What follows belongs to an exercise in optimizing a design on an open flow for small area, a short achievable clock period and few clock cycles per item; a production flow would make more cautious choices. Function was checked by simulation only, so behaviour that the tests miss may differ from the original.

==> run a <==
## eased_frame_time_lookup_unit
module eased_frame_time_lookup_unit #(
	parameter int MAX_FRAMES = eftl_pkg::MAX_FRAMES_DEF
) (
	input  logic                          clk,
	input  logic                          arst_n,
	input  logic                          cfg_we,
	input  logic [eftl_pkg::CURVE_W-1:0]  cfg_wdata,
	input  logic                          s_tvalid,
	output logic                          s_tready,
	input  logic [eftl_pkg::IN_W-1:0]     s_tdata,
	output logic                          m_tvalid,
	input  logic                          m_tready,
	output logic [eftl_pkg::OUT_W-1:0]    m_tdata
);
Settings: LEC_CHECK=0, CAP_MARGIN=20, CORE_MARGIN=2, CORE_UTILIZATION=40, CTS_BUF_LIST=sky130_fd_sc_hd__clkbuf_8, SETUP_SLACK_MARGIN=5, SLEW_MARGIN=20; clock period 10.0 ns.
run.sh (not shown) runs the stock make flow with config.mk's settings and CLKGATE_MAP_FILE= SYNTH_SCRIPT=/design/flow/synth_recipe.tcl, a recipe that flattens the netlist after the stock synthesis.
==> run b: changes against run a <==
--- a/flow/design.v
+++ b/flow/design.v
@@ -200,13 +200,13 @@
 	output logic                          s_tready,
 	input  logic [eftl_pkg::IN_W-1:0]     s_tdata,
 	output logic                          m_tvalid,
 	input  logic                          m_tready,
 	output logic [eftl_pkg::OUT_W-1:0]    m_tdata
 );
-	localparam int RW = 46;    
+	localparam int RW = 50;    
 	logic          out_v_q, skid_v_q;
 	logic [RW-1:0] out_d_q, skid_d_q;
 	logic          hold;
 	logic          r_v;
 	logic [RW-1:0] r_d;
 	assign hold     = skid_v_q;
@@ -233,13 +233,18 @@
 			end
 		end else if (m_tready) begin
 			out_d_q <= skid_d_q;
 		end
 	end
 	assign m_tvalid = out_v_q;
-	assign m_tdata  = {2'b00, out_d_q};
+	logic [6:0] olt;
+	logic [2:0] ok;
+	assign olt = out_d_q[6:0];
+	assign ok  = {olt[3], (olt[1] & !olt[3]) | olt[5],
+		(olt[0] & !olt[1]) | (olt[2] & !olt[3]) | (olt[4] & !olt[5]) | olt[6]};
+	assign m_tdata  = {2'b00, out_d_q[49:10], out_d_q[9:7], ok};
 	logic [2:0] curve_q;
 	always_ff @(posedge clk or negedge arst_n) begin
 		if (!arst_n) begin
 			curve_q <= '0;
 		end else if (cfg_we) begin
 			curve_q <= cfg_wdata;
@@ -339,16 +344,17 @@
 	logic [16:0] a5;           
 	logic [21:0] b5;           
 	logic [37:0] ms6, mc6;     
 	logic        cf6;
 	logic [32:0] pw6;          
 	logic [21:0] tot6, tot7, tot8, tot9;
-	logic [32:0] u7;           
+	logic [21:0] u7;           
+	logic [32:0] pw7;          
 	logic [21:0] t8;           
-	logic [21:0] bs8;          
-	logic [7:0]  oh8, oh8b;    
+	logic [7:0]  oh8, oh8n;    
+	logic [7:0]  ohb8;         
 	logic [2:0]  grp9;
 	logic [15:0] e9a, e9b, e9c, e9d;   
 	logic [16:0] p9a, p9b, p9c;        
 	logic [18:0] r9;
 	always_ff @(posedge clk or negedge arst_n) begin
 		if (!arst_n) begin
@@ -406,38 +412,40 @@
 		end
 	end
 	eftl_mul #(.W(34)) u_sm (.rows(sm_rows), .s(sm_s), .c(sm_c));
 	logic [15:0] tab [MAX_FRAMES];
 	logic [33:0] sum4;
 	logic [16:0] c4;
-	logic [15:0] old3, old4;
-	logic [7:0]  rlo3, rhi3;   
+	logic [15:0] old2, old3, old3f, old4;
+	logic [7:0]  rlo2, rhi2;   
 	logic [4:0]  fw3;          
-	logic [15:0] og3 [8];
+	logic [15:0] og2 [8];
 	logic [16:0] dl4;
 	logic [15:0] wd5, wd6, wd7, wd8;
 	assign sum4 = ms4 + mc4;
 	assign c4   = sm4 ? sum4[32:16] : f4[16:0];
 	assign wd5 = a5[15:0];
 	assign wd6 = pw6[15:0];
-	assign wd7 = u7[15:0];
+	assign wd7 = pw7[15:0];
 	assign wd8 = t8[15:0];
 	always_comb begin
-		old3 = '0;
+		old2 = '0;
 		for (int j = 0; j < 8; j++) begin
-			og3[j] = '0;
+			og2[j] = '0;
 			for (int k = 0; k < 8; k++) begin
-				og3[j] = og3[j] | (rlo3[k] ? tab[8*j + k] : 16'd0);
+				og2[j] = og2[j] | (rlo2[k] ? tab[8*j + k] : 16'd0);
 			end
-			old3 = old3 | (rhi3[j] ? og3[j] : 16'd0);
+			old2 = old2 | (rhi2[j] ? og2[j] : 16'd0);
 		end
-		if (fw3[4]) old3 = wd8;
-		if (fw3[3]) old3 = wd7;
-		if (fw3[2]) old3 = wd6;
-		if (fw3[1]) old3 = wd5;
-		if (fw3[0]) old3 = f4[15:0];
+		if (v8 && ((set8 || app8) && wa8 == wa2 || sa8)) old2 = wd8;
+		old3f = old3;
+		if (fw3[4]) old3f = wd8;
+		if (fw3[3]) old3f = wd7;
+		if (fw3[2]) old3f = wd6;
+		if (fw3[1]) old3f = wd5;
+		if (fw3[0]) old3f = f4[15:0];
 	end
 	logic [21:0]      total_q;
 	logic [21:0]      totn_q;     
 	logic [21:0]      totc5;
 	assign totc5 = ~totn_q;
 	logic [16*38-1:0] mt_rows;
@@ -473,31 +481,26 @@
 	assign tg6 = cf6 ? tot6 : tx6[37:16];
 	logic [21:0] gp [8];
 	logic [16:0] dl7;
 	logic [7:0]  lt7;
 	logic [7:0]  oh7;
 	logic [2:0]  grp7;
-	logic [21:0] base7;
 	logic [21:0] d8, d24, d40, d56;
-	assign dl7 = u7[32:16];
+	assign dl7 = pw7[32:16];
 	always_comb begin
 		for (int j = 0; j < 8; j++) begin
-			lt7[j] = (gp[j] < u7[21:0]) && (3'(j) < lst7);
+			lt7[j] = (gp[j] < u7) && (3'(j) < lst7);
 		end
 		oh7[0] = !lt7[0];
 		for (int j = 1; j < 8; j++) begin
 			oh7[j] = lt7[j-1] && !lt7[j];
 		end
 		grp7 = 3'd0;
 		for (int j = 0; j < 8; j++) begin
 			if (lt7[j]) grp7 = 3'(j + 1);
 		end
-		base7 = '0;
-		for (int j = 1; j < 8; j++) begin
-			base7 = base7 | (oh7[j] ? gp[j-1] : 22'd0);
-		end
 	end
 	assign d8  = {3'd0, wd7, 3'd0};
 	assign d24 = d8 + {d8[20:0], 1'b0};
 	assign d40 = d8 + {d8[19:0], 2'b0};
 	assign d56 = {d8[18:0], 3'b0} - d8;
 	always_ff @(posedge clk) begin
@@ -528,20 +531,34 @@
 	end
 	logic [15:0] ge8 [8];
 	always_comb begin
 		for (int k = 0; k < 8; k++) begin
 			ge8[k] = '0;
 			for (int j = 0; j < 8; j++) begin
-				ge8[k] = ge8[k] | (((k < 4) ? oh8[j] : oh8b[j]) ? tab[8*j + k] : 16'd0);
+				ge8[k] = ge8[k] | (((k < 4) ? oh8[j] : !oh8n[j]) ? tab[8*j + k] : 16'd0);
 			end
 		end
 	end
+	logic [21:0] bs8;
+	always_comb begin
+		bs8 = '0;
+		for (int j = 1; j < 8; j++) begin
+			bs8 = bs8 | (ohb8[j] ? gp[j-1] : 22'd0);
+		end
+	end
 	logic [16:0] pa8, pb8, pc8;
-	eftl_add #(.W(16)) u_pa (.a(ge8[0]), .b(ge8[1]), .ci(1'b0), .y(pa8[15:0]), .co(pa8[16]));
-	eftl_add #(.W(16)) u_pb (.a(ge8[2]), .b(ge8[3]), .ci(1'b0), .y(pb8[15:0]), .co(pb8[16]));
-	eftl_add #(.W(16)) u_pc (.a(ge8[4]), .b(ge8[5]), .ci(1'b0), .y(pc8[15:0]), .co(pc8[16]));
+	function automatic logic [16:0] csel16(input logic [15:0] a, input logic [15:0] b);
+		logic [8:0] lo, h0, h1;
+		lo = {1'b0, a[7:0]} + {1'b0, b[7:0]};
+		h0 = {1'b0, a[15:8]} + {1'b0, b[15:8]};
+		h1 = {1'b0, a[15:8]} + {1'b0, b[15:8]} + 9'd1;
+		csel16 = lo[8] ? {h1, lo[7:0]} : {h0, lo[7:0]};
+	endfunction
+	assign pa8 = csel16(ge8[0], ge8[1]);
+	assign pb8 = csel16(ge8[2], ge8[3]);
+	assign pc8 = csel16(ge8[4], ge8[5]);
 	always_ff @(posedge clk) begin
 		if (!hold && v8) begin
 			for (int i = 0; i < MAX_FRAMES; i++) begin
 				if (sa8 || ((app8 || set8) && wa8 == 6'(i))) begin
 					tab[i] <= wd8;
 				end
@@ -550,95 +567,83 @@
 	end
 	logic [20:0] nr9;
 	logic [41:0] sk9 [7];
 	logic [20:0] sy9 [7];
 	logic        sc9 [7];
 	logic [6:0]  lt9;
-	logic [2:0]  k9;
-	logic [5:0]  idx9;
 	logic [15:0] rdd9;
-	function automatic logic [41:0] sum5(input logic [20:0] a, input logic [20:0] b,
-			input logic [20:0] c, input logic [20:0] d, input logic [20:0] e);
-		logic [20:0] u1, w1, u2, w2, u3, w3;
-		u1 = a ^ b ^ c;
-		w1 = ((a & b) | (a & c) | (b & c)) << 1;
-		u2 = u1 ^ w1 ^ d;
-		w2 = ((u1 & w1) | (u1 & d) | (w1 & d)) << 1;
-		u3 = u2 ^ w2 ^ e;
-		w3 = ((u2 & w2) | (u2 & e) | (w2 & e)) << 1;
-		sum5 = {w3, u3};
+	function automatic logic [41:0] csa3(input logic [20:0] a, input logic [20:0] b,
+			input logic [20:0] c);
+		csa3 = {((a & b) | (a & c) | (b & c)) << 1, a ^ b ^ c};
 	endfunction
 	assign nr9 = {2'b11, ~r9};
 	always_comb begin
-		sk9[0] = sum5(21'(e9a), 21'd0,     21'd0,     21'd0,     nr9);
-		sk9[1] = sum5(21'(p9a), 21'd0,     21'd0,     21'd0,     nr9);
-		sk9[2] = sum5(21'(p9a), 21'(e9b),  21'd0,     21'd0,     nr9);
-		sk9[3] = sum5(21'(p9a), 21'(p9b),  21'd0,     21'd0,     nr9);
-		sk9[4] = sum5(21'(p9a), 21'(p9b),  21'(e9c),  21'd0,     nr9);
-		sk9[5] = sum5(21'(p9a), 21'(p9b),  21'(p9c),  21'd0,     nr9);
-		sk9[6] = sum5(21'(p9a), 21'(p9b),  21'(p9c),  21'(e9d),  nr9);
+		sk9[0] = {nr9, 21'(e9a)};
+		sk9[1] = {nr9, 21'(p9a)};
+		sk9[2] = csa3(21'(p9a), 21'(e9b), nr9);
+		sk9[3] = csa3(21'(p9a), 21'(p9b), nr9);
+		sk9[4] = csa3(sk9[3][20:0], sk9[3][41:21], 21'(e9c));
+		sk9[5] = csa3(sk9[3][20:0], sk9[3][41:21], 21'(p9c));
+		sk9[6] = csa3(sk9[5][20:0], sk9[5][41:21], 21'(e9d));
 		for (int k = 0; k < 7; k++) begin
 			lt9[k] = sy9[k][20];
 		end
-		k9 = 3'd0;
-		for (int k = 0; k < 7; k++) begin
-			if (lt9[k]) k9 = 3'(k + 1);
-		end
 	end
 	for (genvar k = 0; k < 7; k++) begin : g_cmp9
 		eftl_add #(.W(21)) u_cmp (.a(sk9[k][20:0]), .b(sk9[k][41:21]), .ci(1'b1), .y(sy9[k]), .co(sc9[k]));
 	end
-	assign idx9 = qry9 ? {grp9, k9} : 6'd0;
 	assign rdd9 = rd9 ? e9a : 16'd0;
 	assign r_v = v9;
-	assign r_d = {st9, tot9, rdd9, idx9};
+	assign r_d = {st9, tot9, rdd9, qry9 ? grp9 : 3'd0, qry9 ? lt9 : 7'd0};
 	always_ff @(posedge clk) begin
 		if (!hold) begin
 			app1 <= app0; set1 <= set0; clr1 <= clr0; sa1 <= sa0; qry1 <= qry0; rd1 <= rd0;
 			st1 <= st0; wa1 <= app0 ? count_q[5:0] : slot0; cnt1 <= count_q;
 			crv1 <= crv0; a1 <= qry0 ? x0 : {1'b0, wd0};
 			app2 <= app1; set2 <= set1; clr2 <= clr1; sa2 <= sa1; qry2 <= qry1; rd2 <= rd1;
-			st2 <= st1; wa2 <= wa1; lst2 <= 3'((cnt1 - 7'd1) >> 3);
+			st2 <= st1; wa2 <= wa1;
+			for (int j = 0; j < 8; j++) begin
+				rlo2[j] <= (wa1[2:0] == 3'(j));
+				rhi2[j] <= (wa1[5:3] == 3'(j));
+			end lst2 <= 3'((cnt1 - 7'd1) >> 3);
 			crv2 <= crv1; a2 <= a1;
 			h2 <= qry1 ? sq_s[31:16] : {9'd0, cnt1}; g2 <= sq_c[31:16]; ls2 <= sq_s[15:0]; lc2 <= sq_c[15:0];
 			app3 <= app2; set3 <= set2; clr3 <= clr2; sa3 <= sa2; qry3 <= qry2; rd3 <= rd2;
 			st3 <= st2; wa3 <= wa2; lst3 <= lst2;
-			for (int j = 0; j < 8; j++) begin
-				rlo3[j] <= (wa2[2:0] == 3'(j));
-				rhi3[j] <= (wa2[5:3] == 3'(j));
-			end
+			old3 <= old2;
 			fw3[0] <= v3 && ((set3 || app3) && wa3 == wa2 || sa3);
 			fw3[1] <= v4 && ((set4 || app4) && wa4 == wa2 || sa4);
 			fw3[2] <= v5 && ((set5 || app5) && wa5 == wa2 || sa5);
 			fw3[3] <= v6 && ((set6 || app6) && wa6 == wa2 || sa6);
 			fw3[4] <= v7 && ((set7 || app7) && wa7 == wa2 || sa7);
 			b3 <= qry2 ? s2 : {1'b0, h2};
 			f3 <= !qry2 ? {2'b0, a2[15:0]} : (sm2 ? f2 : {1'b0, cp2}); sm3 <= sm2;
 			app4 <= app3; set4 <= set3; clr4 <= clr3; sa4 <= sa3; qry4 <= qry3; rd4 <= rd3;
 			st4 <= st3; wa4 <= wa3; lst4 <= lst3;
-			f4 <= f3; sm4 <= sm3; old4 <= old3;
+			f4 <= f3; sm4 <= sm3; old4 <= old3f;
 			ms4 <= sm_s; mc4 <= sm_c;
 			app5 <= app4; set5 <= set4; clr5 <= clr4; sa5 <= sa4; qry5 <= qry4; rd5 <= rd4;
 			st5 <= st4; wa5 <= wa4; lst5 <= lst4;
 			a5 <= qry4 ? c4 : {1'b0, f4[15:0]};
 			b5 <= sa4 ? sum4[21:0] : {{5{dl4[16]}}, dl4};
 			app6 <= app5; set6 <= set5; sa6 <= sa5; qry6 <= qry5; rd6 <= rd5;
 			st6 <= st5; wa6 <= wa5; lst6 <= lst5;
 			tot6 <= tn5; cf6 <= a5[16];
 			ms6 <= mt_s; mc6 <= mt_c; pw6 <= {dl5, wd5};
 			app7 <= app6; set7 <= set6; sa7 <= sa6; qry7 <= qry6; rd7 <= rd6;
 			st7 <= st6; wa7 <= wa6; lst7 <= lst6;
 			tot7 <= tot6;
-			u7 <= qry6 ? {11'd0, tg6} : pw6;
+			u7 <= tg6; pw7 <= pw6;
 			app8 <= app7; set8 <= set7; sa8 <= sa7; qry8 <= qry7; rd8 <= rd7;
 			st8 <= st7; wa8 <= qry7 ? {grp7, 3'd0} : wa7;
 			tot8 <= tot7;
-			t8 <= qry7 ? u7[21:0] : {6'd0, wd7}; bs8 <= base7;
+			t8 <= qry7 ? u7 : {6'd0, wd7};
 			for (int j = 0; j < 8; j++) begin
 				oh8[j]  <= qry7 ? oh7[j] : (wa7[5:3] == 3'(j));
-				oh8b[j] <= qry7 ? oh7[j] : (wa7[5:3] == 3'(j));
+				oh8n[j] <= !(qry7 ? oh7[j] : (wa7[5:3] == 3'(j)));
+				ohb8[j] <= qry7 && oh7[j];
 			end
 			qry9 <= qry8; rd9 <= rd8; st9 <= st8; tot9 <= tot8;
 			grp9 <= wa8[5:3]; r9 <= 19'(t8 - bs8);
 			e9a <= rd8 ? ge8[wa8[2:0]] : ge8[0];
 			e9b <= ge8[2];
 			e9c <= ge8[4];
--- a/flow/config.mk
+++ b/flow/config.mk
@@ -4,10 +4,10 @@
 export VERILOG_FILES = /design/flow/design.v
 export SDC_FILE = /design/flow/constraint.sdc
 export NUM_CORES = 4
 export LEC_CHECK = 0
 export CAP_MARGIN = 20
 export CORE_MARGIN = 2
-export CORE_UTILIZATION = 40
+export CORE_UTILIZATION = 50
 export CTS_BUF_LIST = sky130_fd_sc_hd__clkbuf_8
 export SETUP_SLACK_MARGIN = 5
 export SLEW_MARGIN = 20
==> qor summary <==
item                                                                                     run b                    run a
Status                                                                 complete, no violations  complete, no violations
Effective utilization at floorplan                                                       50.4%                    40.2%
Number of cells on the critical path                                                        16                       11
Capture point of the worst reg-to-reg path                                             p9b[16]                  bs8[15]
Total number of vias                                                                      102k                     101k
Layout Utilization                                                                       55.3%                    44.6%
Synthesized-area fraction occupied by ao, oa, aoi and oai cells                          14.5%                    14.2%
Number of nets in the layout                                                             13.1k                    13.4k
Reg-to-reg slack, setup                                                                5070 ps                  4960 ps
Multi-input gate area in the final layout                                            63100 µm²                65300 µm²
Top cell type's share of synthesized area                                                48.3%                    47.0%
Weighted congestion at the end of routability-driven global placement                     1.04                    0.978
Die height                                                                              524 µm                   588 µm
Slew at the pin closest to its max-slew limit                                          1290 ps                  1340 ps
Portion of the post-synthesis area used by sequential elements                           49.5%                    48.2%
Ratio of final minimum period to clock period                                            49.3%                    50.4%
Count of clock-net buffers in the final layout                                             391                      394
Synthesized area per cell                                                             12.0 µm²                 11.9 µm²
Smallest hold slack                                                                     392 ps                   387 ps
Detailed-routing wirelength on met1                                                     180 mm                   192 mm
Data required time of the worst path                                                  10790 ps                 10720 ps
Final period demand of the worst path                                                  4930 ps                  5040 ps
Testbench counts of run a, summed over its fixed seeds: cycles 6,128, items 5,826.
Testbench counts of run b, summed over its fixed seeds: cycles 6,128, items 5,826.

[separate check: timing with driven ports]
No port has a modelled driver above. Below, the same layouts with a new extraction and two added sets of constraints. Step 1 sets driving cells, clkbuf_16 on the clock port and buf_2 on the other inputs (assumed; they add their load-dependent delay and slew). Step 2 also shifts input and output timing later by t, the mid clock arrival at the registers, as if the neighbouring blocks saw the same clock. Slacks: ideal / step 1 / step 2; pairs: ideal / step 1.
run | t, ns | setup WS [ns] | clock arrival spread, ns
run a | 1.224 | 4.963 / 4.963 / 4.963 | 0.207 / 0.207
run b | 1.161 | 5.073 / 5.073 / 5.073 | 0.126 / 0.126
After both steps setup and hold are still met in every run listed.
